This is an optimization exercise on Yosys and OpenROAD, whose aim is small area, not a production implementation.
Function was checked by simulation only, so behaviour that the tests miss may differ from the original.
No activity file was given, so power comes from the tool's default toggle rates.

==> run a <==
==> flow/design.v <==
module bconv_layer_streamer #(
   parameter int DIM    = 26,
   parameter int BYTE_W = 8
) (
   input  logic                      clk,
   input  logic                      rst_n,
   input  logic                      start_i,
   input  logic [DIM*DIM-1:0]        layer_i,
   output logic [BYTE_W-1:0]         m_data_o,
   output logic                      m_valid_o,
   output logic                      m_last_o,
   input  logic                      m_ready_i,
   output logic                      busy_o,
   output logic                      done_o,
   output logic [1:0]                dbg_state_o
);
   localparam int NBITS  = DIM * DIM;
   localparam int NBYTES = (NBITS + BYTE_W - 1) / BYTE_W;
   localparam int CNT_W  = $clog2(NBYTES);
   localparam int NHI    = (NBYTES + 7) / 8;
   logic r_idle, r_send, r_done;
   logic r_phase;
   logic [CNT_W-1:0] r_cnt;
   logic [NBITS-1:0] r_snap;
   logic [NBYTES-1:0] w_sel;
   logic              w_last;
   logic              w_fin;
   assign w_last = w_sel[NBYTES-1];
   assign w_fin  = r_send & m_ready_i & w_last;
   always_ff @(posedge clk or negedge rst_n) begin
      if (!rst_n) begin
         r_idle <= 1'b1;
         r_send <= 1'b0;
         r_done <= 1'b0;
      end else begin
         r_idle <= (r_idle & ~start_i) | r_done;
         r_send <= (r_idle & start_i) | (r_send & ~(m_ready_i & w_last));
         r_done <= w_fin;
      end
   end
   always_ff @(posedge clk) begin
      r_phase <= r_idle | ~r_phase;
   end
   always_ff @(posedge clk) begin
      if (r_idle)                   r_cnt <= '0;
      else if (r_send & m_ready_i)  r_cnt <= r_cnt + 1'b1;
   end
   always_ff @(posedge clk) begin
      r_snap <= ~((r_snap | {NBITS{r_idle}}) & (layer_i | {NBITS{r_send}}));
   end
   logic [7:0]     w_lo;
   logic [NHI-1:0] w_hi;
   always_comb begin
      for (int i = 0; i < 8; i++)   w_lo[i] = (r_cnt[2:0] == 3'(i));
      for (int i = 0; i < NHI; i++) w_hi[i] = (r_cnt[CNT_W-1:3] == (CNT_W-3)'(i));
      for (int n = 0; n < NBYTES; n++) w_sel[n] = w_hi[n / 8] & w_lo[n % 8];
   end
   always_comb begin
      for (int j = 0; j < BYTE_W; j++) begin
         logic acc;
         acc = 1'b0;
         for (int n = 0; n < NBYTES; n++) begin
            if (n * BYTE_W + j < NBITS) acc = acc | (w_sel[n] & r_snap[n * BYTE_W + j]);
            else                        acc = acc | (w_sel[n] & r_phase);
         end
         m_data_o[j] = acc ^ r_phase;
      end
   end
   assign m_valid_o   = r_send;
   assign m_last_o    = w_last;
   assign busy_o      = ~r_idle;
   assign done_o      = r_done;
   assign dbg_state_o = {r_done, r_send};
endmodule
==> flow/run.sh <==
#!/bin/bash
# synth_recipe.tcl (not shown) runs the flow's synth.tcl, then flattens the netlist and writes it again
# the make line also repeats each setting of config.mk as NAME=value (left out here)
make -C /OpenROAD-flow-scripts/flow DESIGN_CONFIG=/design/flow/config.mk WORK_HOME=/design/flow/orfs CLKGATE_MAP_FILE= SYNTH_SCRIPT=/design/flow/synth_recipe.tcl finish
==> flow/config.mk <==
export PLATFORM = sky130hd
export DESIGN_NAME = bconv_layer_streamer
export DESIGN_NICKNAME = bconv_layer_streamer
export VERILOG_FILES = /design/flow/design.v
export SDC_FILE = /design/flow/constraint.sdc
export NUM_CORES = 4
export LEC_CHECK = 0
export CAP_MARGIN = 20
export CORE_MARGIN = 2
export CORE_UTILIZATION = 40
export SLEW_MARGIN = 20
==> flow/constraint.sdc <==
create_clock -name core_clock -period 6.0 [get_ports {clk}]
set_input_delay 1.2000 -clock core_clock [delete_from_list [all_inputs] [get_ports {clk}]]
set_output_delay 1.2000 -clock core_clock [all_outputs]
set_load 0.01 [all_outputs]
==> run b (differences from run a) <==
==> flow/design.v, changed modules only <==
module bconv_layer_streamer #(
   parameter int DIM    = 26,
   parameter int BYTE_W = 8
) (
   input  logic                      clk,
   input  logic                      rst_n,
   input  logic                      start_i,
   input  logic [DIM*DIM-1:0]        layer_i,
   output logic [BYTE_W-1:0]         m_data_o,
   output logic                      m_valid_o,
   output logic                      m_last_o,
   input  logic                      m_ready_i,
   output logic                      busy_o,
   output logic                      done_o,
   output logic [1:0]                dbg_state_o
);
   localparam int NBITS  = DIM * DIM;
   localparam int NBYTES = (NBITS + BYTE_W - 1) / BYTE_W;
   localparam int CNT_W  = $clog2(NBYTES);
   localparam int NSHIFT = NBITS - BYTE_W;
   localparam int NTAIL  = NBYTES * BYTE_W - NBITS;
   logic r_idle, r_send, r_done;
   logic r_phase;
   logic [CNT_W-1:0] r_cnt;
   logic [NBITS-1:0] r_snap;
   logic w_last;
   logic w_shift;
   logic w_hold;
   assign w_last  = (r_cnt == CNT_W'(NBYTES - 1));
   assign w_shift = r_send & m_ready_i;
   assign w_hold  = r_send & ~m_ready_i;
   always_ff @(posedge clk or negedge rst_n) begin
      if (!rst_n) begin
         r_idle <= 1'b1;
         r_send <= 1'b0;
         r_done <= 1'b0;
      end else begin
         r_idle <= (r_idle & ~start_i) | r_done;
         r_send <= (r_idle & start_i) | (r_send & ~(m_ready_i & w_last));
         r_done <= w_shift & w_last;
      end
   end
   always_ff @(posedge clk) begin
      r_phase <= r_idle | ~r_phase;
   end
   always_ff @(posedge clk) begin
      if (r_idle)       r_cnt <= '0;
      else if (w_shift) r_cnt <= r_cnt + 1'b1;
   end
   logic [NBITS-1:0] w_snap_d;
   for (genvar k = 0; k < NBITS; k++) begin : g_snap
      if (k < NSHIFT) begin : g_sh
         bconv_aoi222 u_next (
            .a0(r_idle),  .b0(layer_i[k]),
            .a1(w_shift), .b1(r_snap[k + BYTE_W]),
            .a2(w_hold),  .b2(r_snap[k]),
            .y (w_snap_d[k])
         );
      end else begin : g_ld
         assign w_snap_d[k] = ~((r_snap[k] | r_idle) & (layer_i[k] | r_send));
      end
   end
   always_ff @(posedge clk) begin
      r_snap <= w_snap_d;
   end
   always_comb begin
      for (int j = 0; j < BYTE_W; j++) begin
         if (j < BYTE_W - NTAIL) m_data_o[j] = r_snap[j] ^ r_phase;
         else                    m_data_o[j] = (r_snap[j] ^ r_phase) & ~w_last;
      end
   end
   assign m_valid_o   = r_send;
   assign m_last_o    = w_last;
   assign busy_o      = ~r_idle;
   assign done_o      = r_done;
   assign dbg_state_o = {r_done, r_send};
endmodule
module bconv_aoi222 (
   input  logic a0, b0, a1, b1, a2, b2,
   output logic y
);
   assign y = ~((a0 & b0) | (a1 & b1) | (a2 & b2));
endmodule
==> flow/flow/run.sh (new file) <==
#!/bin/bash
# Standard ORFS layout, with three changes:
#  * port buffers are the smallest buffer (buf_1) instead of the one
#    buffer_ports picks by default;
#  * clock tree built from clkbuf_8 with larger sink clusters and no dummy
#    loads;
#  * a max-fanout limit before floorplan, so high-fanout nets get buffered.
set -euo pipefail
cd "$(dirname "$0")/.."
export BUFFER_PORTS_ARGS="-buffer_cell sky130_fd_sc_hd__buf_1"
export CTS_ARGS="-sink_clustering_enable -repair_clock_nets -dont_use_dummy_load -buf_list {sky130_fd_sc_hd__clkbuf_8} -sink_clustering_size 20 -sink_clustering_max_diameter 60"
export PRE_FLOORPLAN_TCL="$PWD/flow/pre_floorplan.tcl"
bash standard.sh > standard_flow.log 2>&1
==> flow/flow/pre_floorplan.tcl (new file) <==
# Limit fanout so that repair_design splits the snapshot's three
# 676-load control nets into smaller buffered nets that route cleanly.
set_max_fanout 48 [current_design]
==> flow/standard.sh (new file) <==
#!/bin/bash
# synth_recipe.tcl (not shown) runs the flow's synth.tcl, then flattens the netlist and writes it again
# the make line also repeats each setting of config.mk as NAME=value (left out here)
make -C /OpenROAD-flow-scripts/flow DESIGN_CONFIG=/design/flow/config.mk WORK_HOME=/design/flow/orfs CLKGATE_MAP_FILE= SYNTH_SCRIPT=/design/flow/synth_recipe.tcl "${@:-finish}"
CELL_PAD_IN_SITES_DETAIL_PLACEMENT = 1   (was not set)
CELL_PAD_IN_SITES_GLOBAL_PLACEMENT = 1   (was not set)
SYNTH_HIERARCHICAL = 1   (was not set)
removed: flow/run.sh
==> summary of the runs <==
Run b finished clean. Run a finished with negative setup slack left. Against run b, the clock power of run a is higher by 120%. Against run b, the maximum frequency of run a is lower by about 46%. Synthesized cell count: run a is higher than run b (about 66%). Critical path depth: run a is higher than run b (6). In sequential cell count, run b and run a do not differ. Against run b, the via count of run a is higher by 34%. In run a the design area is higher than in run b, by 36%. In run b the sequential power is smaller than in run a, by 9.8%. Sequential share of layout area: run a is lower than run b (14 points). Between run a and run b, the lower die area is in run b (gap about 17%, measured against run b).

==> port drivers added, routing unchanged <==
Ports are ideal in the flow. The routed layouts listed here were re-timed in OpenROAD. Step 1 assumes that a clkbuf_16 drives the clock port and a buf_2 every other input. Step 2 times the ports against the registers' clock, not the clock port: input delays grow and output delays shrink by t, the midpoint of the rising clock arrivals with the driver on. Three values: no drivers, after step 1, after step 2; two values: the first two.
run	t (ns)	slack for setup (ns)	clock arrival spread, ns	worst slew at a driven data input, ns	pins driven straight from the clock port
run a	0.687	-0.125 / -0.192 / 0.495	0.033 / 0.032	0.09	1
run b	0.699	2.682 / 2.666 / 2.655	0.064 / 0.065	0.16	1
For run b, which loses most, drivers alone change the setup slack by -0.016 ns; drivers and shift together by -0.027 ns.
